What follows belongs to an exercise in optimizing a design on an open flow for small area and a short achievable clock period; a production flow would make more cautious choices. The RTL was checked by simulation tests, not by an equivalence proof against the original design.

## flow/design.v (module list and top-level ports; edited modules follow where they fit)
// module chroma_upsampler: 33 lines
// module chroma_taps: 672 lines
// module chroma_interp: 443 lines
// module rgb_converter: 2131 lines
// module luma_scale: 414 lines
// module yuv_to_rgb_core: 180 lines
module yuv_to_rgb_core (
	input  logic                CLOCK_50_I,
	input  logic                resetn,
	input  logic                pair_strobe,
	input  pixel_pkg::sample_t  y_even,
	input  pixel_pkg::sample_t  y_odd,
	input  pixel_pkg::sample_t  u_in,
	input  pixel_pkg::sample_t  v_in,
	output logic                rgb_strobe,
	output pixel_pkg::channel_t r_even,
	output pixel_pkg::channel_t g_even,
	output pixel_pkg::channel_t b_even,
	output pixel_pkg::channel_t r_odd,
	output pixel_pkg::channel_t g_odd,
	output pixel_pkg::channel_t b_odd
);
  // ...
==> flow/flow/run.sh <==
#!/bin/bash
# Standard layout, with one extra step between synthesis and floorplan:
# flow/polarity.py re-polarises the full-adder cells of the standard
# synthesis netlist to drop the inverters synthesis leaves between them.
# Each tool's output goes to a log of its own in this folder.
set -e
R=orfs/results/$FLOW_PLATFORM/yuv_to_rgb_core/base
bash standard.sh synth > 1_synth_std.log 2>&1
cp $R/1_2_yosys.v 1_2_yosys_std.v
python3 flow/polarity.py 1_2_yosys_std.v $R/1_2_yosys.v > polarity.log 2>&1
export SETUP_SLACK_MARGIN=7.9
# Port buffers: a plain buffer rather than the delay cell buffer_ports picks
export BUFFER_PORTS_ARGS="-buffer_cell sky130_fd_sc_hd__buf_2"
bash standard.sh finish > finish.log 2>&1
==> flow/flow/polarity.py <==
#!/usr/bin/env python3
"""Re-polarise full adders in a flat Yosys netlist of sky130 cells.

A full adder is self-dual: FA(~a, ~b, ~c) = (~sum, ~cout).  Synthesis leaves
many inverters between adder cells; this pass chooses, for every fa cell,
whether it computes its signals true or complemented, so that as few nets as
possible need an inverter, then rebuilds the inverters.  The logic function
of every port and register input is unchanged.

usage: polarity.py IN.v OUT.v"""
import re
import sys

INV_RE = re.compile(r"^sky130_fd_sc_hd__inv_\d+$")
FA_RE = re.compile(r"^sky130_fd_sc_hd__fa_\d+$")
OUT_PINS = {"X", "Y", "Q", "Q_N", "SUM", "COUT", "HI", "LO", "GCLK"}

src = open(sys.argv[1]).read()

mod_start = src.index("module ")
body_start = src.index(";", mod_start) + 1
end_idx = src.rindex("endmodule")
header = src[:body_start]
body = src[body_start:end_idx]

# statements of the module body, split on ';' outside of parentheses is not
# needed: yosys writes one statement per ';'
stmts = [s for s in body.split(";")]
cell_re = re.compile(r"^\s*(sky130_fd_sc_hd__\w+)\s+(\S+)\s*\((.*)\)\s*$", re.S)
pin_re = re.compile(r"\.(\w+)\(\s*(.*?)\s*\)\s*(?:,|$)", re.S)

cells = []      # [type, name, {pin: net}]
other = []      # statements kept verbatim (declarations, assigns)
port_nets = set()
for s in stmts:
    st = s.strip()
    if not st:
        continue
    m = cell_re.match(st)
    if m:
        pins = {}
        for p, n in pin_re.findall(m.group(3)):
            pins[p] = n.strip()
        cells.append([m.group(1), m.group(2), pins])
    else:
        other.append(s)
        mm = re.match(r"^\s*(input|output|inout)\s+(\[[^\]]*\]\s*)?(.+)$", st, re.S)
        if mm:
            port_nets.add(mm.group(3).strip())

def base(net):
    # port 'foo' referenced as 'foo[3]'
    b = re.sub(r"\s*\[\d+\]$", "", net)
    return b

# nets named in assigns are left alone
assign_nets = set()
for s in other:
    if s.strip().startswith("assign"):
        for tok in re.findall(r"(\\\S+|[A-Za-z_][\w$.]*(?:\s*\[\d+\])?)", s.strip()[6:]):
            assign_nets.add(tok.strip())
            assign_nets.add(base(tok.strip()))

def fixed_net(net):
    return net in port_nets or base(net) in port_nets or net in assign_nets or base(net) in assign_nets

driver = {}
for ci, (t, name, pins) in enumerate(cells):
    for p, n in pins.items():
        if p in OUT_PINS:
            driver[n] = (ci, p)

# inverters that can be dissolved: input and output are plain internal nets
inv_of = {}   # output net -> input net
dissolve = set()
for ci, (t, name, pins) in enumerate(cells):
    if INV_RE.match(t) and "A" in pins and "Y" in pins and not fixed_net(pins["Y"]):
        inv_of[pins["Y"]] = pins["A"]
        dissolve.add(ci)

def root_of(net):
    par = 0
    seen = 0
    while net in inv_of and seen < 100:
        net = inv_of[net]
        par ^= 1
        seen += 1
    return net, par

# an adder whose output is a port or named in an assign keeps its polarity
fa_cells = [ci for ci, c in enumerate(cells) if FA_RE.match(c[0])
            and not any(fixed_net(n) for p, n in c[2].items() if p in OUT_PINS)]
is_fa = set(fa_cells)
fa_in = ("A", "B", "CIN")
fa_out = ("SUM", "COUT")

# consumer pins: (cell, pin) -> (root, parity)
cons = {}
for ci, (t, name, pins) in enumerate(cells):
    if ci in dissolve:
        continue
    for p, n in pins.items():
        if p in OUT_PINS:
            continue
        cons[(ci, p)] = root_of(n)
# inverters kept (fixed outputs) consume as normal cells: already covered

# polarity per fa cell
pol = {ci: 0 for ci in fa_cells}

def drv_pol(root):
    d = driver.get(root)
    if d and d[0] in is_fa:
        return pol[d[0]]
    return 0

# the FA outputs root nets: which roots does each FA drive
fa_roots = {ci: [cells[ci][2][p] for p in fa_out if p in cells[ci][2]] for ci in fa_cells}
root_cons = {}
for k, (r, par) in cons.items():
    root_cons.setdefault(r, []).append(k)

def need(k):
    ci, p = k
    r, par = cons[k]
    if ci in is_fa and p in fa_in:
        return par ^ pol[ci]
    return par

def root_cost(r):
    dp = drv_pol(r)
    for k in root_cons.get(r, []):
        if need(k) != dp:
            return 1
    return 0

def fa_touch(ci):
    rs = set(fa_roots[ci])
    for p in fa_in:
        if (ci, p) in cons:
            rs.add(cons[(ci, p)][0])
    return rs

def total():
    return sum(root_cost(r) for r in root_cons)

before = total()
touch = {ci: fa_touch(ci) for ci in fa_cells}


def delta(ci):
    rs = touch[ci]
    c0 = sum(root_cost(r) for r in rs)
    pol[ci] ^= 1
    c1 = sum(root_cost(r) for r in rs)
    pol[ci] ^= 1
    return c1 - c0


def descend():
    improved = True
    while improved:
        improved = False
        for ci in fa_cells:
            if delta(ci) < 0:
                pol[ci] ^= 1
                improved = True


# greedy descent, then annealing that accepts sideways and rare uphill moves
import random
rng = random.Random(1)
descend()
best_cost = total()
best = dict(pol)
cur = best_cost
temp = 1.0
for step in range(200000):
    ci = fa_cells[rng.randrange(len(fa_cells))]
    d = delta(ci)
    if d <= 0 or rng.random() < pow(2.718, -d / temp):
        pol[ci] ^= 1
        cur += d
        if cur < best_cost:
            best_cost = cur
            best = dict(pol)
    temp = max(0.05, 1.0 - step / 150000.0)
pol.update(best)
descend()
after = total()

# rebuild: FA polarity flip means its logical output root now carries the
# complement on the same net; every consumer pin gets the net or a shared
# inverter of it
new_inv = {}
out_cells = []
ninv = 0
def inv_net(r):
    global ninv
    if r not in new_inv:
        nm = f"_pol_n{ninv}_"
        new_inv[r] = nm
        ninv += 1
    return new_inv[r]

for ci, (t, name, pins) in enumerate(cells):
    if ci in dissolve:
        continue
    newpins = dict(pins)
    for p in pins:
        if p in OUT_PINS:
            continue
        r, par = cons[(ci, p)]
        if need((ci, p)) == drv_pol(r):
            newpins[p] = r
        else:
            newpins[p] = inv_net(r)
    out_cells.append((t, name, newpins))

def esc(n):
    # escaped identifiers end at white space
    return n + " " if n.startswith("\\") else n


lines = [header]
for s in other:
    lines.append(s + ";")
for r, nm in new_inv.items():
    lines.append(f"\n  wire {nm};")
for i, (r, nm) in enumerate(new_inv.items()):
    lines.append(f"\n  sky130_fd_sc_hd__inv_1 _pol_i{i}_ (\n    .A({esc(r)}),\n    .Y({nm})\n  );")
for t, name, pins in out_cells:
    pl = ",\n".join(f"    .{p}({esc(n)})" for p, n in pins.items())
    lines.append(f"\n  {t} {name} (\n{pl}\n  );")
lines.append("\nendmodule\n")
open(sys.argv[2], "w").write("".join(lines))
flipped = sum(pol.values())
sys.stderr.write(f"polarity: {len(fa_cells)} fa cells, {flipped} flipped; "
                 f"inverters {len(dissolve)} dissolved, {len(new_inv)} rebuilt "
                 f"(complemented nets {before} -> {after})\n")
==> flow/standard.sh <==
#!/bin/bash
# synth_recipe.tcl (not shown) runs the flow's synth.tcl, then flattens the netlist and writes it again
# the make line also repeats each setting of config.mk as NAME=value (left out here)
make -C /OpenROAD-flow-scripts/flow DESIGN_CONFIG=/design/flow/config.mk WORK_HOME=/design/flow/orfs CLKGATE_MAP_FILE= SYNTH_SCRIPT=/design/flow/synth_recipe.tcl "${@:-finish}"
==> flow/config.mk <==
export PLATFORM = sky130hd
export DESIGN_NAME = yuv_to_rgb_core
export DESIGN_NICKNAME = yuv_to_rgb_core
export VERILOG_FILES = /design/flow/design.v
export SDC_FILE = /design/flow/constraint.sdc
export NUM_CORES = 4
export LEC_CHECK = 0
export ABC_AREA = 1
export CAP_MARGIN = 20
export CORE_MARGIN = 2
export CORE_UTILIZATION = 40
export CTS_BUF_LIST = sky130_fd_sc_hd__clkbuf_4
export SLEW_MARGIN = 20
==> flow/constraint.sdc <==
create_clock -name core_clock -period 11.5 [get_ports {CLOCK_50_I}]
set_input_delay 2.3000 -clock core_clock [delete_from_list [all_inputs] [get_ports {CLOCK_50_I}]]
set_output_delay 2.3000 -clock core_clock [all_outputs]
set_load 0.01 [all_outputs]
==> run_results.csv, run 1 <==
group,metric,value,unit
worst_hold_path,min-delay-path-class,"flip-flop to flip-flop",
timing,rsz0062_at_grt,"true",
logic_synthesis,syn_inst,3014,
layout,final_common_cell,"nand2_1",
detailed_routing,met1_length,30600,µm
layout,final_cell_mix,"nand2_1, inv_1, fa_1, ha_1, buf_4",
critical_path,crit-reg2reg-launch,"u_r_s1[9]$_DFF_P_",
timing,setup_violations,0,
grt,grtUsageMet2,0.293,
critical_path,cp_max_fo,7,
timing,fin_tns_setup,0,ns
grt,grt_max_degree,129,
critical_path,endpoint,"u_odd_s2[6]$_DFF_P_",
run_status,status,"no timing/DRC/antenna violations",
timing,clock.fmax,0.269,GHz
logic_synthesis,avgSynthCellArea,9.92,µm²
logic_synthesis,syn-num-nets,3776,
timing,setup_ws,7.79,ns
detailed_routing,wirelength,68000,µm
critical_path,startpoint_type,"flip-flop",
critical_path,critical_path.top_delay_family,"adder cells",
layout,num-fill-cells,6741,
grt,met3_usage,0.0331,
cts,cts_made_buffers,105,
layout,final_util,0.488,
layout,fin_area,36200,µm²
critical_path,cp.required,12.24,ns
critical_path,reg2reg_depth,14,
grt,use_met1,0.235,
==> run 2, diff against run 1 <==
--- a/flow/config.mk
+++ b/flow/config.mk
@@ -10,4 +10,5 @@
 export CORE_MARGIN = 2
-export CORE_UTILIZATION = 40
-export CTS_BUF_LIST = sky130_fd_sc_hd__clkbuf_4
+export CORE_UTILIZATION = 55
+export CTS_BUF_LIST = sky130_fd_sc_hd__clkbuf_8
+export PLACE_DENSITY = 0.7
 export SLEW_MARGIN = 20
==> run_results.csv, run 2 <==
group,metric,value,unit
critical_path,worst_ep_arrival_time,4.22,ns
floorplan,start_util,0.555,
flow_run,cap_violations,0,
timing,tightest_slew,1.04,ns
timing,slew_violations,0,
grt,grt_use_total,0.252,
timing,setup_violations,0,
detailed_routing,drt_iter0_drc,1098,
critical_path,crit_chain,"fa_1 > fa_1 > fa_1 > ha_4 > a21oi_4 > o21bai_4 > a21oi_2 > o21a_1 > nand2_2 > a31oi_4 > ha_4 > nand2_2 > nor2_2 > nor2_4",
layout,drive_gt1_frac,0.217,
cts,path_clk_slew,0.06,ns
cts,cts.sinks,376,
critical_path,slowest_delay,0.56,ns
cts,cts-root-buf,"clkbuf_8",
grt,antenna_found_initial,1,
detailed_routing,drtAntennaViolNets,0,
logic_synthesis,syn_area,29900,µm²
layout,fin_nets,4098,
detailed_routing,routedWlPerCell,16.8,µm
grt,grt_first_pass_wirelength,112000,µm
floorplan,dieArea,56200,µm²
critical_path,worstSetupPathType,"flip-flop to flip-flop",
floorplan,dieWidth,237,µm
layout,final_cell_mix,"inv_1, nand2_1, fa_1, ha_1, dfxtp_1",
layout,reg_top3,"u_upsampler.win x40, v_upsampler.win x40",
critical_path,startpoint_type,"flip-flop",
place,io_buffers,83,
critical_path,reg2reg_depth,14,
floorplan,row_count,85,
detailed_routing,num_vias,21208,
cts,clock_latency,0.68,ns
detailed_routing,firstDrtPassIters,5,
logic_synthesis,syn-num-nets,3776,
floorplan,core_area,53800,µm²
logic_synthesis,yosysWarnings,6,
place,finalWeightedCongestion,0.949,
critical_path,cp.required,12.04,ns
grt,grt_pass1_vias,22513,
floorplan,io_pins,84,
critical_path,crit_top_cell,"fa_1",
layout,num-fill-cells,4205,
grt,grt_max_degree,129,
critical_path,end_kind,"flip-flop",
timing,hold-worst-slack,0.338,ns
logic_synthesis,avgSynthCellArea,9.92,µm²
timing,rsz0062_at_grt,"true",
cts,cts_made_buffers,69,
timing,clock.fmax,0.272,GHz
detailed_routing,wirelength,68800,µm
cts,htree_levels,3,
critical_path,critPathSlowestCell,"fa_1",
timing,final_hold_viol_count,0,
place,dp_hpwl,51500,µm
worst_hold_path,min-delay-path-class,"flip-flop to flip-flop",
critical_path,rrSetupSlack,7.82,ns
timing,relSlewSlack,0.309,
critical_path,regToRegEndpoint,"u_odd_s2[7]$_DFF_P_",
timing,fin_skew,0.0336,ns
cts,clockBufferDepth,3,
cts,tritoncts,"yes",
detailed_routing,via_per_inst,5.19,
layout,final_common_cell,"inv_1",
worst_hold_path,min_from,"ly_even[2][3]$_DFFE_PP_",
critical_path,crit-reg2reg-launch,"u_q_s1[9]$_DFF_P_",
cts,hold_buffers,0,
layout,area_delta_synth_final,18.4,%
timing,fin_tns_setup,0,ns
timing,min_period_over_period,0.320,
floorplan,die_h,237,µm
grt,grt_overflow,0,
run_status,status,"no timing/DRC/antenna violations",
worst_hold_path,worstHoldEndpoint,"y_even_s1[3]$_DFF_P_",
critical_path,cp_max_fo,8,
detailed_routing,drc_errors,0,
logic_synthesis,syn_inst,3014,
worst_hold_path,hold_path_depth,0,
timing,min_period,3.68,ns
-- run 2: what timing repair did --
item	in CTS	in global routing
pin swaps	85	176
endpoints found under the hold margin	0	0
buffers inserted	118	55
gates resized for setup	163	196
endpoints found under the setup margin	53	71
-- run 2: routing by layer --
layer	global-route usage	wire, µm
met1	0.326	29800
met2	0.420	33000
met3	0.0476	3110
met4	0.105	2940
met5	0	0
-- run 2: critical path: cells and delay by family (launching register included) --
| family | cells | cell delay, ns |
|---|---|---|
| fa+ha+maj | 5 | 2.02 |
| compound gates | 5 | 0.82 |
| simple gates | 4 | 0.36 |
| flops | 1 | 0.35 |
-- run 2: layout make-up --
class	instances	area, µm²	share of cell area
flip-flops and latches	376	9200	0.260
well taps	696	871	0.0246
repair buffers	259	1890	0.0533
diodes	1	2.50	0.0000707
inverters	573	2250	0.0636
clock inverters	52	337	0.00951
clock buffers	75	1030	0.0292
multi-input cells	2057	19800	0.560
-- run 2: worst max-delay path by stage --
stage                          from             endpoint  slack, ns
2_1_floorplan   v_odd_s2[1]$_DFF_P_     g_odd[2]$_DFF_P_       7.91
3_3_place_gp   v_even_s2[6]$_DFF_P_    g_even[0]$_DFF_P_       7.23
3_5_place_dp   v_even_s2[6]$_DFF_P_    g_even[6]$_DFF_P_       7.14
4_1_cts           u_q_s1[7]$_DFF_P_  u_odd_s2[1]$_DFF_P_       7.83
5_1_grt           u_q_s1[9]$_DFF_P_  u_odd_s2[7]$_DFF_P_       7.71
6_report          u_q_s1[9]$_DFF_P_  u_odd_s2[7]$_DFF_P_       7.82
-- run 2: per-stage QoR --
step,area [µm²],util,instances,setup WS [ns]
after floorplan,30000,-,3014,7.91
after global placement,31300,0.581,3788,7.23
after detailed placement,31300,0.581,3788,7.14
after CTS,34100,0.635,4033,7.83
after global routing,35400,0.658,4089,7.71
final,35400,0.658,4089,7.82
==> run 3, diff against run 2 <==
--- a/flow/flow/run.sh
+++ b/flow/flow/run.sh
@@ -10,3 +10,3 @@
 python3 flow/polarity.py 1_2_yosys_std.v $R/1_2_yosys.v > polarity.log 2>&1
-export SETUP_SLACK_MARGIN=7.9
+export SETUP_SLACK_MARGIN=8.1
 # Port buffers: a plain buffer rather than the delay cell buffer_ports picks
--- a/flow/config.mk
+++ b/flow/config.mk
@@ -10,5 +10,4 @@
 export CORE_MARGIN = 2
-export CORE_UTILIZATION = 55
+export CORE_UTILIZATION = 40
 export CTS_BUF_LIST = sky130_fd_sc_hd__clkbuf_8
-export PLACE_DENSITY = 0.7
 export SLEW_MARGIN = 20
==> run_results.csv, run 3 <==
group,metric,value,unit
floorplan,core_area,74200,µm²
grt,grt_overflow,0,
critical_path,crit-reg2reg-launch,"u_q_s1[7]$_DFF_P_",
timing,setup_ws,7.75,ns
timing,fin_skew,0.0487,ns
cts,htree_levels,3,
cts,cts-root-buf,"clkbuf_8",
flow_run,cap_violations,0,
critical_path,regToRegEndpoint,"u_odd_s2[5]$_DFF_P_",
layout,area_delta_synth_final,21.2,%
grt,grt_first_pass_wirelength,108000,µm
detailed_routing,drtAntennaViolNets,0,
floorplan,row_count,100,
layout,final_cell_mix,"inv_1, nand2_1, fa_1, ha_1, nor2_1",
detailed_routing,num_vias,20169,
timing,final_hold_viol_count,0,
place,io_buffers,83,
critical_path,crit_top_cell,"fa_1",
critical_path,cp_max_fo,5,
layout,final_common_cell,"inv_1",
critical_path,reg2reg_depth,15,
grt,grtUsageMet2,0.292,
floorplan,dieArea,76900,µm²
layout,reg_top3,"u_upsampler.win x40, v_upsampler.win x40",
critical_path,worstSetupPathType,"flip-flop to flip-flop",
logic_synthesis,syn_inst,3014,
critical_path,crit_chain,"fa_1 > fa_1 > fa_1 > ha_4 > a21oi_4 > o21bai_4 > a21oi_2 > o21a_1 > nand2_1 > a31oi_1 > ha_2 > buf_6 > nand2_4 > nor2_4 > nor2_2",
timing,rsz0062_at_grt,"true",
place,finalWeightedCongestion,0.846,
layout,fin_nets,4081,
cts,clockBufferDepth,3,
timing,min_period_over_period,0.326,
worst_hold_path,hold_path_depth,0,
grt,use_met1,0.234,
floorplan,io_pins,84,
worst_hold_path,min-delay-path-class,"flip-flop to flip-flop",
timing,tightest_slew,0.985,ns
timing,relSlewSlack,0.343,
critical_path,startpoint_type,"flip-flop",
logic_synthesis,syn-num-nets,3776,
cts,hold_buffers,0,
timing,clock.fmax,0.266,GHz
floorplan,dieWidth,277,µm
cts,tritoncts,"yes",
run_status,status,"no timing/DRC/antenna violations",
grt,antenna_found_initial,1,
critical_path,worst_ep_arrival_time,4.33,ns
logic_synthesis,syn_area,29900,µm²
timing,slew_violations,0,
critical_path,rrSetupSlack,7.75,ns
detailed_routing,firstDrtPassIters,6,
detailed_routing,drc_errors,0,
timing,min_period,3.75,ns
cts,cts.sinks,376,
detailed_routing,wirelength,65400,µm
place,dp_hpwl,50000,µm
timing,fin_tns_setup,0,ns
grt,met3_usage,0.0270,
critical_path,critPathSlowestCell,"fa_1",
detailed_routing,via_per_inst,4.64,
floorplan,die_h,277,µm
critical_path,end_kind,"flip-flop",
cts,cts_made_buffers,71,
place,dp_worst_setup_slack,7.46,ns
grt,grt_pass1_vias,20829,
worst_hold_path,worstHoldEndpoint,"y_odd_s1[4]$_DFF_P_",
timing,setup_violations,0,
logic_synthesis,avgSynthCellArea,9.92,µm²
cts,path_clk_slew,0.06,ns
grt,top_usage_layer,"met2",
grt,grt_use_total,0.174,
critical_path,cp.required,12.07,ns
grt,grt_max_degree,129,
logic_synthesis,yosysWarnings,6,
worst_hold_path,min_from,"ly_odd[2][4]$_DFFE_PP_",
floorplan,start_util,0.403,
detailed_routing,drt_iter0_drc,782,
layout,drive_gt1_frac,0.232,
critical_path,slowest_delay,0.60,ns
cts,clock_latency,0.65,ns
detailed_routing,routedWlPerCell,15.0,µm
run 3: what timing repair did:
action	4_1_cts	5_1_grt
gates cloned	0	0
pin swaps	79	162
setup buffers	103	51
gates resized for setup	151	227
endpoints found under the setup margin	84	105
run 3: stage by stage:
step / hold slack (ns) / cell area (µm²) / utilization / std cells
2_1_floorplan: 0.323 / 30200 / - / 3014
5_1_grt: 0.331 / 36200 / 0.488 / 4349
3_5_place_dp: 0.328 / 31800 / 0.429 / 4061
6_report: 0.318 / 36200 / 0.488 / 4350
4_1_cts: 0.313 / 34900 / 0.470 / 4296
3_3_place_gp: 0.324 / 31800 / 0.429 / 4061
run 3: final cells by class:
| cell class | instances | area [µm²] |
|---|---|---|
| Sequential cell | 376 | 9240 |
| Antenna cell | 3 | 7.51 |
| Fill cell | 6775 | 38000 |
| Clock inverter | 52 | 433 |
| Timing Repair Buffer | 240 | 1890 |
| Inverter | 573 | 2230 |
| Clock buffer | 80 | 1100 |
| Tap cell | 969 | 1210 |
| Multi-Input combinational cell | 2057 | 20100 |
run 3: how the worst max path moves through the flow:
stage / start / endpoint / slack [ns] / cells past startpoint
final: u_q_s1[7]$_DFF_P_ / u_odd_s2[5]$_DFF_P_ / 7.75 / 15
after global routing: u_q_s1[7]$_DFF_P_ / u_odd_s2[5]$_DFF_P_ / 7.58 / 15
after CTS: u_q_s1[9]$_DFF_P_ / u_odd_s2[7]$_DFF_P_ / 7.77 / 14
after detailed placement: u_q_s1[5]$_DFF_P_ / u_odd_s2[7]$_DFF_P_ / 7.46 / 16
after global placement: u_r_s1[4]$_DFF_P_ / u_odd_s2[7]$_DFF_P_ / 7.47 / 14
after floorplan: u_r_s1[9]$_DFF_P_ / u_odd_s2[1]$_DFF_P_ / 8.00 / 16
run 3: routing by layer:
layer | share of wire | wire length, µm | vias up
met5 | 0 | 0 | -
met2 | 0.48 | 31100 | 331
met1 | 0.46 | 30400 | 9608
met3 | 0.038 | 2460 | 92
li1 | - | - | 10138
met4 | 0.022 | 1420 | 0
run 3: critical path, delay by kind of cell, from the launching register on:
kind / cells / cell delay (ns)
flops: 1 / 0.36
compound gates: 5 / 0.74
fa+ha+maj: 5 / 2.16
simple gates: 4 / 0.27
buf+inv: 1 / 0.14
==> run 4, diff against run 3 <==
--- a/flow/flow/run.sh
+++ b/flow/flow/run.sh
@@ -10,3 +10,3 @@
 python3 flow/polarity.py 1_2_yosys_std.v $R/1_2_yosys.v > polarity.log 2>&1
-export SETUP_SLACK_MARGIN=8.1
+export SETUP_SLACK_MARGIN=7.9
 # Port buffers: a plain buffer rather than the delay cell buffer_ports picks
--- a/flow/config.mk
+++ b/flow/config.mk
@@ -12,2 +12,4 @@
 export CTS_BUF_LIST = sky130_fd_sc_hd__clkbuf_8
+export CTS_CLUSTER_DIAMETER = 60
+export CTS_CLUSTER_SIZE = 25
 export SLEW_MARGIN = 20
==> run_results.csv, run 4 <==
group,metric,value,unit
critical_path,worstSetupPathType,"flip-flop to flip-flop",
run_status,status,"no timing/DRC/antenna violations",
place,dp_worst_setup_slack,7.40,ns
grt,grt_max_degree,129,
cts,clock_latency,0.66,ns
critical_path,worst_ep_arrival_time,4.20,ns
critical_path,cp.required,12.04,ns
logic_synthesis,syn-num-nets,3776,
floorplan,die_h,277,µm
detailed_routing,via_per_inst,4.70,
timing,setup_ws,7.84,ns
critical_path,crit_top_cell,"nand2_1",
detailed_routing,wirelength,66500,µm
timing,min_period_over_period,0.318,
timing,final_hold_viol_count,0,
timing,rsz0062_at_grt,"true",
layout,final_cell_mix,"nand2_1, inv_1, fa_1, ha_1, dfxtp_1",
cts,clockBufferDepth,3,
logic_synthesis,yosysWarnings,6,
detailed_routing,drc_errors,0,
timing,slew_violations,0,
place,dp_hpwl,51300,µm
timing,clock.fmax,0.273,GHz
floorplan,io_pins,84,
layout,drive_gt1_frac,0.212,
floorplan,row_count,100,
logic_synthesis,syn_inst,3014,
critical_path,slowest_delay,0.56,ns
cts,cts_made_buffers,42,
logic_synthesis,avgSynthCellArea,9.92,µm²
layout,multi_input_area,19800,µm²
floorplan,dieWidth,277,µm
layout,final_common_cell,"nand2_1",
detailed_routing,num_vias,20270,
critical_path,cp_max_fo,3,
layout,area_delta_synth_final,18.7,%
critical_path,regToRegEndpoint,"g_even[1]$_DFF_P_",
worst_hold_path,hold_path_depth,0,
floorplan,dieArea,76900,µm²
layout,reg_top3,"u_upsampler.win x40, v_upsampler.win x40",
cts,tritoncts,"yes",
place,finalWeightedCongestion,0.879,
critical_path,reg2reg_depth,17,
timing,setup_violations,0,
logic_synthesis,syn_area,29900,µm²
timing,relSlewSlack,0.303,
layout,num-fill-cells,6776,
layout,ff_latch_area,9210,µm²
cts,hold_buffers,0,
detailed_routing,firstDrtPassIters,4,
detailed_routing,drtAntennaViolNets,0,
cts,cts.sinks,376,
critical_path,crit-reg2reg-launch,"u_even_s2[5]$_DFF_P_",
critical_path,critPathSlowestCell,"fa_1",
cts,htree_levels,2,
critical_path,crit_chain,"clkinvlp_4 > buf_6 > buf_6 > fa_1 > fa_1 > fa_1 > nand2_1 > nand2_1 > nand3_1 > nand2_1 > a21oi_2 > nand2_4 > fa_2 > xnor2_2 > nand3_1 > nand2_1 > inv_1",
critical_path,end_kind,"flip-flop",
grt,grt_pass1_vias,20701,
detailed_routing,drt_iter0_drc,999,
cts,path_clk_slew,0.12,ns
floorplan,core_area,74200,µm²
layout,fin_nets,4070,
worst_hold_path,min-delay-path-class,"flip-flop to flip-flop",
critical_path,rrSetupSlack,7.84,ns
cts,cts-root-buf,"clkbuf_8",
timing,fin_tns_setup,0,ns
grt,antenna_found_initial,1,
detailed_routing,routedWlPerCell,15.4,µm
grt,grt_first_pass_wirelength,108000,µm
timing,tightest_slew,1.05,ns
timing,min_period,3.66,ns
floorplan,start_util,0.403,
place,io_buffers,83,
worst_hold_path,worstHoldEndpoint,"y_odd_s1[7]$_DFF_P_",
worst_hold_path,min_from,"ly_odd[2][7]$_DFFE_PP_",
grt,grt_overflow,0,
critical_path,startpoint_type,"flip-flop",
timing,fin_skew,0.0333,ns
grt,grt_use_total,0.175,
flow_run,cap_violations,0,
[run 4: area by class of cell]
class,instances,area share
Sequential cell,376,0.260
Tap cell,969,0.0342
Multi-Input combinational cell,2057,0.558
Inverter,573,0.0637
Timing Repair Buffer,258,0.0527
Clock inverter,33,0.0140
Antenna cell,3,0.000212
Clock buffer,45,0.0175
[run 4: layer usage]
layer | vias to the layer above | track usage | part of all wire
li1 | 10077 | - | -
met1 | 9716 | 0.236 | 0.46
met2 | 363 | 0.288 | 0.46
met3 | 114 | 0.0300 | 0.047
met4 | 0 | 0.0528 | 0.032
met5 | - | 0 | 0
[run 4: worst max path at each step]
stage                              start                   to  slack [ns]  cells past startpoint
finish              u_even_s2[5]$_DFF_P_    g_even[1]$_DFF_P_        7.84                     17
global placement     u_odd_s2[0]$_DFF_P_     g_odd[1]$_DFF_P_        7.41                     14
detailed placement   v_odd_s2[1]$_DFF_P_     g_odd[4]$_DFF_P_        7.40                     16
CTS                    u_r_s1[9]$_DFF_P_  u_odd_s2[5]$_DFF_P_        7.79                     15
global route        u_even_s2[5]$_DFF_P_    g_even[1]$_DFF_P_        7.70                     17
floorplan            v_odd_s2[1]$_DFF_P_     g_odd[2]$_DFF_P_        7.91                     16
[run 4: what timing repair did]
item,in CTS,in global routing
gates resized for setup,151,211
setup buffers,120,52
pin swaps,63,191
setup endpoints to repair,57,70
[run 4: critical path, delay by kind of cell (launching register included)]
kind,cells,cell delay [ns]
buffers and inverters,4,0.46
AND/OR/NAND/NOR,7,0.49
flip-flops,1,0.39
AO/OA/AOI/OAI,1,0.18
adder cells (fa/ha/maj),4,1.91
XOR/XNOR,1,0.13
[run 4: per-stage QoR]
step	cell area (µm²)	hold WS (ns)	std cells	util
final	35500	0.327	4314	0.478
after global routing	35500	0.334	4313	0.478
after CTS	34100	0.325	4259	0.460
after detailed placement	31600	0.327	4061	0.426
after global placement	31600	0.325	4061	0.426
after floorplan	30000	0.323	3014	-
==> run 5, diff against run 4 <==
--- a/flow/flow/run.sh
+++ b/flow/flow/run.sh
@@ -11,2 +11,3 @@
 export SETUP_SLACK_MARGIN=7.9
+export RECOVER_POWER=100
 # Port buffers: a plain buffer rather than the delay cell buffer_ports picks
--- a/flow/config.mk
+++ b/flow/config.mk
@@ -12,4 +12,2 @@
 export CTS_BUF_LIST = sky130_fd_sc_hd__clkbuf_8
-export CTS_CLUSTER_DIAMETER = 60
-export CTS_CLUSTER_SIZE = 25
 export SLEW_MARGIN = 20
==> run_results.csv, run 5 <==
group,metric,value,unit
run_status,status,"complete, but fails checks",
logic_synthesis,avgSynthCellArea,9.92,µm²
critical_path,crit-reg2reg-launch,"flush_cnt[0]$_DFFE_PN0P_",
cts,clock_latency,0.67,ns
timing,fin_skew,0.0541,ns
timing,final_hold_viol_count,0,
grt,grt_overflow,0,
detailed_routing,drtAntennaViolNets,0,
detailed_routing,drc_errors,0,
worst_hold_path,min_from,"ly_even[2][3]$_DFFE_PP_",
cts,cts_made_buffers,71,
place,io_buffers,83,
layout,final_cell_mix,"nand2_1, inv_1, fa_1, ha_1, dfxtp_1",
critical_path,startpoint_type,"flip-flop",
floorplan,dieArea,76900,µm²
worst_hold_path,hold_path_depth,0,
timing,setup_violations,0,
detailed_routing,firstDrtPassIters,5,
timing,rsz0062_at_grt,"true",
cts,hold_buffers,0,
critical_path,slowest_delay,2.86,ns
cts,path_clk_slew,0.06,ns
run_status,violatedChecks,"capacitance limit, slew limit",
layout,final_common_cell,"nand2_1",
logic_synthesis,syn_inst,3014,
layout,area_delta_synth_final,18.1,%
critical_path,worstSetupPathType,"flip-flop to flip-flop",
critical_path,worst_ep_arrival_time,4.37,ns
floorplan,die_h,277,µm
critical_path,cp_num_cells,3,
cts,cts-root-buf,"clkbuf_8",
floorplan,start_util,0.403,
critical_path,critPathSlowestCell,"nand2_1",
critical_path,crit_chain,"inv_1 > ha_1 > nand2_1",
layout,drive_gt1_frac,0.176,
layout,reg_top3,"u_upsampler.win x40, v_upsampler.win x40",
timing,clock.fmax,0.191,GHz
cts,tritoncts,"yes",
place,finalWeightedCongestion,0.879,
critical_path,reg2reg_depth,3,
grt,grt_use_total,0.178,
logic_synthesis,syn_area,29900,µm²
timing,slew_violations,129,
grt,grt_max_degree,129,
grt,antenna_found_initial,1,
timing,min_period,5.24,ns
critical_path,cp.required,10.63,ns
cts,htree_levels,3,
floorplan,dieWidth,277,µm
floorplan,row_count,100,
grt,grt_first_pass_wirelength,109000,µm
detailed_routing,num_vias,20418,
critical_path,cp_max_fo,128,
flow_run,cap_violations,1,
logic_synthesis,yosysWarnings,6,
detailed_routing,drt_iter0_drc,971,
worst_hold_path,min-delay-path-class,"flip-flop to flip-flop",
floorplan,io_pins,84,
layout,fin_nets,4100,
cts,cts.sinks,376,
detailed_routing,routedWlPerCell,15.3,µm
logic_synthesis,syn-num-nets,3776,
detailed_routing,wirelength,66800,µm
timing,fin_tns_setup,0,ns
critical_path,setup.worst_path.start,"flush_cnt[0]$_DFFE_PN0P_",
timing,min_period_over_period,0.456,
critical_path,rrSetupSlack,6.26,ns
timing,tightest_slew,5.36,ns
timing,relSlewSlack,-2.57,
layout,final_util,0.476,
critical_path,end_kind,"flip-flop",
grt,grt_pass1_vias,21027,
critical_path,critical_path.top_delay_family,"simple AND/OR/NAND/NOR gates",
critical_path,cp_num_buf_inv,1,
floorplan,core_area,74200,µm²
cts,clockBufferDepth,3,
detailed_routing,via_per_inst,4.68,
place,dp_hpwl,51300,µm
[run 5: layout make-up]
cell class / instances / area [µm²]
clock buffer: 82 / 1130
fill: 6847 / 38900
inverter: 573 / 2260
tap: 969 / 1210
sequential: 376 / 9190
clock inverter: 48 / 422
timing repair buffer: 259 / 1700
multi-input combinational: 2057 / 19400
antenna: 1 / 2.50
[run 5: per-layer routing]
| layer | part of all wire | GRT usage | vias up |
|---|---|---|---|
| met2 | 0.46 | 0.291 | 389 |
| met1 | 0.46 | 0.237 | 9733 |
| li1 | - | - | 10153 |
| met3 | 0.049 | 0.0346 | 143 |
| met5 | 0 | 0 | - |
| met4 | 0.034 | 0.0612 | 0 |
[run 5: per-stage QoR]
step / area, µm² / hold slack (ns) / setup WS (ns) / instances
floorplan: 30000 / 0.323 / 7.91 / 3014
global placement: 31600 / 0.325 / 7.41 / 4061
detailed placement: 31600 / 0.327 / 7.40 / 4061
CTS: 34600 / 0.331 / 7.81 / 4311
global route: 35300 / 0.339 / 5.65 / 4365
finish: 35300 / 0.329 / 6.26 / 4365
[run 5: timing repair]
item                       in CTS  in global routing
gates resized for setup       146                196
cloned                          0                  0
buffers inserted              120                 53
pin swaps                      53                169
setup endpoints to repair      55                 63
[run 5: worst paths after layout]
check,endpoint
setup / recovery,ly_odd[2][5]$_DFFE_PP_
hold / removal,y_even_s1[3]$_DFF_P_
setup reg to reg,ly_odd[2][5]$_DFFE_PP_
hold reg to reg,y_even_s1[3]$_DFF_P_
max in group asynchronous,rgb_strobe$_DFF_PN0_
min in group asynchronous,flush_cnt[0]$_DFFE_PN0P_
==> run 6, diff against run 5 <==
--- a/flow/flow/run.sh
+++ b/flow/flow/run.sh
@@ -11,3 +11,2 @@
 export SETUP_SLACK_MARGIN=7.9
-export RECOVER_POWER=100
 # Port buffers: a plain buffer rather than the delay cell buffer_ports picks
==> run_results.csv, run 6 <==
group,metric,value,unit
run_status,status,"no timing/DRC/antenna violations",
detailed_routing,drc_errors,0,
cts,htree_levels,3,
timing,rsz0062_at_grt,"true",
layout,num-fill-cells,6748,
timing,relSlewSlack,0.296,
floorplan,dieWidth,277,µm
grt,grt_pass1_vias,21027,
floorplan,start_util,0.403,
timing,slew_violations,0,
cts,cts.sinks,376,
grt,grt_overflow,0,
layout,fin_nets,4100,
layout,final_common_cell,"inv_1",
detailed_routing,num_vias,20418,
floorplan,die_h,277,µm
cts,clock_latency,0.66,ns
cts,tritoncts,"yes",
layout,reg_top3,"u_upsampler.win x40, v_upsampler.win x40",
layout,ff_latch_area,9200,µm²
critical_path,cp_max_fo,8,
critical_path,crit-reg2reg-launch,"u_r_s1[9]$_DFF_P_",
worst_hold_path,hold_path_depth,0,
critical_path,worst_ep_arrival_time,4.15,ns
floorplan,row_count,100,
timing,setup_violations,0,
critical_path,cp.required,12.03,ns
detailed_routing,drt_iter0_drc,904,
timing,final_hold_viol_count,0,
detailed_routing,firstDrtPassIters,5,
cts,cts-root-buf,"clkbuf_8",
critical_path,worstSetupPathType,"flip-flop to flip-flop",
timing,tightest_slew,1.06,ns
flow_run,cap_violations,0,
critical_path,rrSetupSlack,7.88,ns
cts,path_clk_slew,0.06,ns
timing,setup_ws,7.88,ns
layout,multi_input_area,19700,µm²
detailed_routing,via_per_inst,4.68,
detailed_routing,drtAntennaViolNets,0,
place,finalWeightedCongestion,0.879,
layout,drive_gt1_frac,0.213,
floorplan,io_pins,84,
worst_hold_path,worstHoldEndpoint,"y_even_s1[3]$_DFF_P_",
critical_path,end_kind,"flip-flop",
logic_synthesis,avgSynthCellArea,9.92,µm²
critical_path,startpoint_type,"flip-flop",
place,dp_worst_setup_slack,7.40,ns
place,io_buffers,83,
floorplan,core_area,74200,µm²
layout,final_cell_mix,"inv_1, nand2_1, fa_1, ha_1, dfxtp_1",
timing,fin_skew,0.0517,ns
timing,min_period,3.62,ns
detailed_routing,routedWlPerCell,15.3,µm
layout,area_delta_synth_final,19.7,%
cts,cts_made_buffers,71,
detailed_routing,wirelength,66800,µm
grt,grt_first_pass_wirelength,109000,µm
cts,clockBufferDepth,3,
grt,grt_max_degree,129,
logic_synthesis,syn-num-nets,3776,
worst_hold_path,min_from,"ly_even[2][3]$_DFFE_PP_",
floorplan,dieArea,76900,µm²
grt,grt_use_total,0.178,
cts,hold_buffers,0,
timing,min_period_over_period,0.315,
critical_path,setup.worst_path.start,"u_r_s1[9]$_DFF_P_",
logic_synthesis,syn_area,29900,µm²
grt,antenna_found_initial,1,
critical_path,regToRegEndpoint,"u_odd_s2[6]$_DFF_P_",
logic_synthesis,yosysWarnings,6,
timing,clock.fmax,0.276,GHz
timing,fin_tns_setup,0,ns
place,dp_hpwl,51300,µm
worst_hold_path,min-delay-path-class,"flip-flop to flip-flop",
critical_path,reg2reg_depth,14,
logic_synthesis,syn_inst,3014,
run 6: per-layer routing:
layer | share of wire | track usage
met3 | 0.049 | 0.0346
met4 | 0.034 | 0.0612
met5 | 0 | 0
met2 | 0.46 | 0.291
met1 | 0.46 | 0.237
run 6: how the worst max path moves through the flow:
stage / endpoint / slack [ns] / depth (start not counted)
after floorplan: g_odd[2]$_DFF_P_ / 7.91 / 16
after global placement: g_odd[1]$_DFF_P_ / 7.41 / 14
after detailed placement: g_odd[4]$_DFF_P_ / 7.40 / 16
after CTS: u_odd_s2[3]$_DFF_P_ / 7.81 / 14
after global routing: u_odd_s2[1]$_DFF_P_ / 7.70 / 17
final: u_odd_s2[6]$_DFF_P_ / 7.88 / 14
run 6: what timing repair did:
action | CTS | global route
buffers inserted | 120 | 53
pin swaps | 53 | 169
resized for setup | 146 | 196
gates cloned | 0 | 0
setup endpoints to repair | 55 | 63
run 6: cell type report:
class / count / area share
Timing Repair Buffer: 259 / 0.0512
Sequential cell: 376 / 0.257
Multi-Input combinational cell: 2057 / 0.551
Tap cell: 969 / 0.0339
Inverter: 573 / 0.0632
Clock buffer: 82 / 0.0315
Antenna cell: 1 / 0.0000699
Clock inverter: 48 / 0.0118
run 6: critical path, stage by stage, from the launching register on:
cell	delay (ns)
dfxtp_2	0.33
inv_2	0.05
fa_1	0.50
fa_1	0.50
fa_1	0.56
ha_4	0.23
a21oi_4	0.13
o21bai_2	0.09
a21oi_2	0.15
o21a_1	0.17
nand2_2	0.09
a31oi_4	0.16
ha_4	0.26
buf_4	0.15
a31oi_4	0.14
run 6: stage by stage:
step	util	cells	hold slack, ns	instance area (µm²)
final	0.482	4365	0.329	35800
after global routing	0.482	4365	0.339	35800
after CTS	0.466	4311	0.331	34600
after detailed placement	0.426	4061	0.327	31600
after global placement	0.426	4061	0.325	31600
after floorplan	-	3014	0.323	30000
==> run 7, diff against run 6 <==
--- a/flow/flow/polarity.py
+++ b/flow/flow/polarity.py
@@ -6,4 +6,5 @@
 whether it computes its signals true or complemented, so that as few nets as
-possible need an inverter, then rebuilds the inverters.  The logic function
-of every port and register input is unchanged.
+possible need an inverter, then rebuilds the inverters.  A half adder whose
+two inputs both come complemented becomes an xor2 and a nor2 of the true
+inputs.  The logic function of every port and register input is unchanged.
 
@@ -129,6 +130,24 @@
 
+HA_RE = re.compile(r"^sky130_fd_sc_hd__ha_\d+$")
+ha_partner = {}
+for ci, (t, name, pins) in enumerate(cells):
+    if ci not in dissolve and HA_RE.match(t) and (ci, "A") in cons and (ci, "B") in cons:
+        ha_partner[(ci, "A")] = (ci, "B")
+        ha_partner[(ci, "B")] = (ci, "A")
+
+
+def mismatch(k):
+    return need(k) != drv_pol(cons[k][0])
+
+
+def free_pin(k):
+    # a half adder whose two inputs both come complemented becomes an xor2
+    # and a nor2 of the true inputs, of the same area: no inverter needed
+    q = ha_partner.get(k)
+    return q is not None and mismatch(q)
+
+
 def root_cost(r):
-    dp = drv_pol(r)
     for k in root_cons.get(r, []):
-        if need(k) != dp:
+        if mismatch(k) and not free_pin(k):
             return 1
@@ -141,2 +160,8 @@
             rs.add(cons[(ci, p)][0])
+    # roots feeding the other input of half adders that these roots feed
+    for r in list(rs):
+        for k in root_cons.get(r, []):
+            q = ha_partner.get(k)
+            if q is not None:
+                rs.add(cons[q][0])
     return rs
@@ -205,2 +230,3 @@
 
+n_ha = 0
 for ci, (t, name, pins) in enumerate(cells):
@@ -209,2 +235,3 @@
     newpins = dict(pins)
+    inverted = {}
     for p in pins:
@@ -216,3 +243,13 @@
         else:
-            newpins[p] = inv_net(r)
+            inverted[p] = r
+    if (ci, "A") in ha_partner and set(inverted) == {"A", "B"}:
+        a, b = inverted["A"], inverted["B"]
+        if "SUM" in pins:
+            out_cells.append(("sky130_fd_sc_hd__xor2_1", name + "_x", {"A": a, "B": b, "X": pins["SUM"]}))
+        if "COUT" in pins:
+            out_cells.append(("sky130_fd_sc_hd__nor2_1", name + "_n", {"A": a, "B": b, "Y": pins["COUT"]}))
+        n_ha += 1
+        continue
+    for p, r in inverted.items():
+        newpins[p] = inv_net(r)
     out_cells.append((t, name, newpins))
@@ -237,2 +274,3 @@
 flipped = sum(pol.values())
+sys.stderr.write(f"polarity: {n_ha} half adders of complemented inputs made xor2 and nor2\n")
 sys.stderr.write(f"polarity: {len(fa_cells)} fa cells, {flipped} flipped; "
==> run_results.csv, run 7 <==
group,metric,value,unit
critical_path,cp_num_buf_inv,3,
floorplan,io_pins,84,
timing,slew_violations,0,
critical_path,slowest_delay,0.57,ns
critical_path,worstSetupPathType,"flip-flop to flip-flop",
critical_path,crit_chain,"fa_1 > fa_1 > fa_1 > inv_1 > or2_2 > nand2_1 > nand2_1 > nand2_1 > a21oi_4 > nand2_4 > fa_2 > inv_2 > nand3_2 > nand2_2 > inv_1",
layout,drive_gt1_frac,0.212,
worst_hold_path,min-delay-path-class,"flip-flop to flip-flop",
detailed_routing,drc_errors,0,
grt,grt_pass1_vias,21801,
timing,min_period,3.71,ns
cts,hold_buffers,0,
detailed_routing,wl_met2,31700,µm
cts,cts-root-buf,"clkbuf_8",
detailed_routing,firstDrtPassIters,5,
timing,fin_skew,0.0427,ns
detailed_routing,wl_met3,3740,µm
place,io_buffers,83,
cts,htree_levels,3,
critical_path,cp_max_fo,4,
detailed_routing,wirelength,68800,µm
critical_path,critPathSlowestCell,"dfxtp_1",
timing,setup_violations,0,
place,finalWeightedCongestion,0.917,
cts,tritoncts,"yes",
timing,min_period_over_period,0.322,
logic_synthesis,avgSynthCellArea,9.76,µm²
layout,final_cell_mix,"nand2_1, inv_1, fa_1, nor2_1, ha_1",
critical_path,cp.required,12.04,ns
critical_path,startpoint_type,"flip-flop",
detailed_routing,drtAntennaViolNets,0,
timing,rsz0062_at_grt,"true",
grt,grt_first_pass_wirelength,113000,µm
flow_run,cap_violations,0,
grt,grt_use_total,0.185,
layout,fin_nets,4065,
layout,area_delta_synth_final,20.2,%
logic_synthesis,syn_inst,3050,
timing,fin_tns_setup,0,ns
logic_synthesis,syn_area,29800,µm²
critical_path,end_kind,"flip-flop",
floorplan,dieWidth,277,µm
grt,grt_overflow,0,
floorplan,start_util,0.402,
detailed_routing,met1_length,30600,µm
cts,cts_made_buffers,71,
layout,num-fill-cells,6825,
cts,clock_latency,0.68,ns
cts,path_clk_slew,0.06,ns
floorplan,die_h,277,µm
detailed_routing,routedWlPerCell,15.6,µm
timing,final_hold_viol_count,0,
layout,reg_top3,"u_upsampler.win x40, v_upsampler.win x40",
grt,grt_max_degree,129,
layout,final_common_cell,"nand2_1",
logic_synthesis,syn-num-nets,3741,
cts,clockBufferDepth,3,
layout,final_util,0.483,
layout,ff_latch_area,9200,µm²
timing,clock.fmax,0.270,GHz
timing,tightest_slew,1.01,ns
critical_path,rrSetupSlack,7.79,ns
grt,antenna_found_initial,3,
detailed_routing,via_per_inst,4.72,
floorplan,dieArea,76600,µm²
floorplan,core_area,74100,µm²
layout,multi_input_area,19800,µm²
critical_path,critical_path.top_delay_family,"adder cells",
run_status,status,"no timing/DRC/antenna violations",
place,dp_hpwl,51100,µm
detailed_routing,drt_iter0_drc,1116,
logic_synthesis,yosysWarnings,6,
detailed_routing,num_vias,20764,
timing,relSlewSlack,0.327,
critical_path,worst_ep_arrival_time,4.25,ns
detailed_routing,topRoutingLayerUsed,"met5",
cts,cts.sinks,376,
floorplan,row_count,100,
## run 7: cell type report
cell class                 count  area share
antenna                        1   0.0000699
clock buffer                  86      0.0331
clock inverter                43      0.0101
inverter                     538      0.0591
multi-input combinational   2128       0.553
sequential                   376       0.257
tap                          969      0.0339
timing repair buffer         259      0.0531
## run 7: path summary, 6_finish.rpt
check                                  endpoint               startpoint  cells after the start
min in group asynchronous    s1_valid$_DFF_PN0_                   resetn                      1
max in group asynchronous    idx[7]$_DFFE_PN1P_                   resetn                      1
setup / recovery              g_even[0]$_DFF_P_    l_even_s2[13]$_DFF_P_                     15
hold / removal             y_even_s1[1]$_DFF_P_  ly_even[2][1]$_DFFE_PP_                      0
setup reg to reg              g_even[0]$_DFF_P_    l_even_s2[13]$_DFF_P_                     15
hold reg to reg            y_even_s1[1]$_DFF_P_  ly_even[2][1]$_DFFE_PP_                      0
## run 7: routing by layer
| layer | GRT usage | vias to the layer above |
|---|---|---|
| li1 | - | 10231 |
| met4 | 0.0778 | 4 |
| met1 | 0.241 | 9931 |
| met3 | 0.0375 | 148 |
| met2 | 0.302 | 450 |
| met5 | 0 | - |
## run 7: repair_timing
item,CTS,global route
setup endpoints to repair,62,69
endpoints found under the hold margin,0,0
pin swaps,66,163
buffers inserted,124,47
cloned,0,2
resized for setup,136,203
## run 7: stage by stage
stage / hold slack, ns / worst slack [ns] / area, µm² / cells
after detailed placement: 0.329 / 7.22 / 31500 / 4097
after CTS: 0.342 / 7.83 / 34500 / 4350
after global placement: 0.324 / 7.27 / 31500 / 4097
after global routing: 0.349 / 7.62 / 35800 / 4400
final: 0.338 / 7.79 / 35800 / 4400
after floorplan: 0.323 / 7.90 / 29900 / 3050

## what the ideal ports hide
How much do the figures lean on ideal ports? The routed layouts below were timed once more, with nothing changed but the port constraints.
Step 1, drivers: a clkbuf_16 drives CLOCK_50_I and a buf_2 each remaining input, both assumed.
Step 2, shift: input delay + t, output delay - t, t = (earliest + latest rising clock arrival at the registers) / 2. This alone moves slack from input paths to output paths.
Slacks: no drivers / after step 1 / after step 2; pairs: no drivers / after step 1.
run | t (ns) | slack for setup (ns) | worst slew at a driven data input, ns | pins driven straight from the clock port
run 1 | 0.900 | 7.787 / 7.787 / 7.547 | 0.04 | 1
run 2 | 0.722 | 7.824 / 7.824 / 7.560 | 0.04 | 1
run 3 | 0.688 | 7.746 / 7.746 / 7.690 | 0.03 | 1
run 4 | 0.705 | 7.842 / 7.842 / 7.588 | 0.04 | 1
run 5 | 0.708 | 6.259 / 6.259 / 6.259 | 0.04 | 1
run 6 | 0.708 | 7.878 / 7.878 / 7.563 | 0.04 | 1
run 7 | 0.720 | 7.792 / 7.792 / 7.607 | 0.03 | 1
For run 6, which loses most, drivers alone change the setup slack by 0.000 ns; drivers and shift together by -0.315 ns.
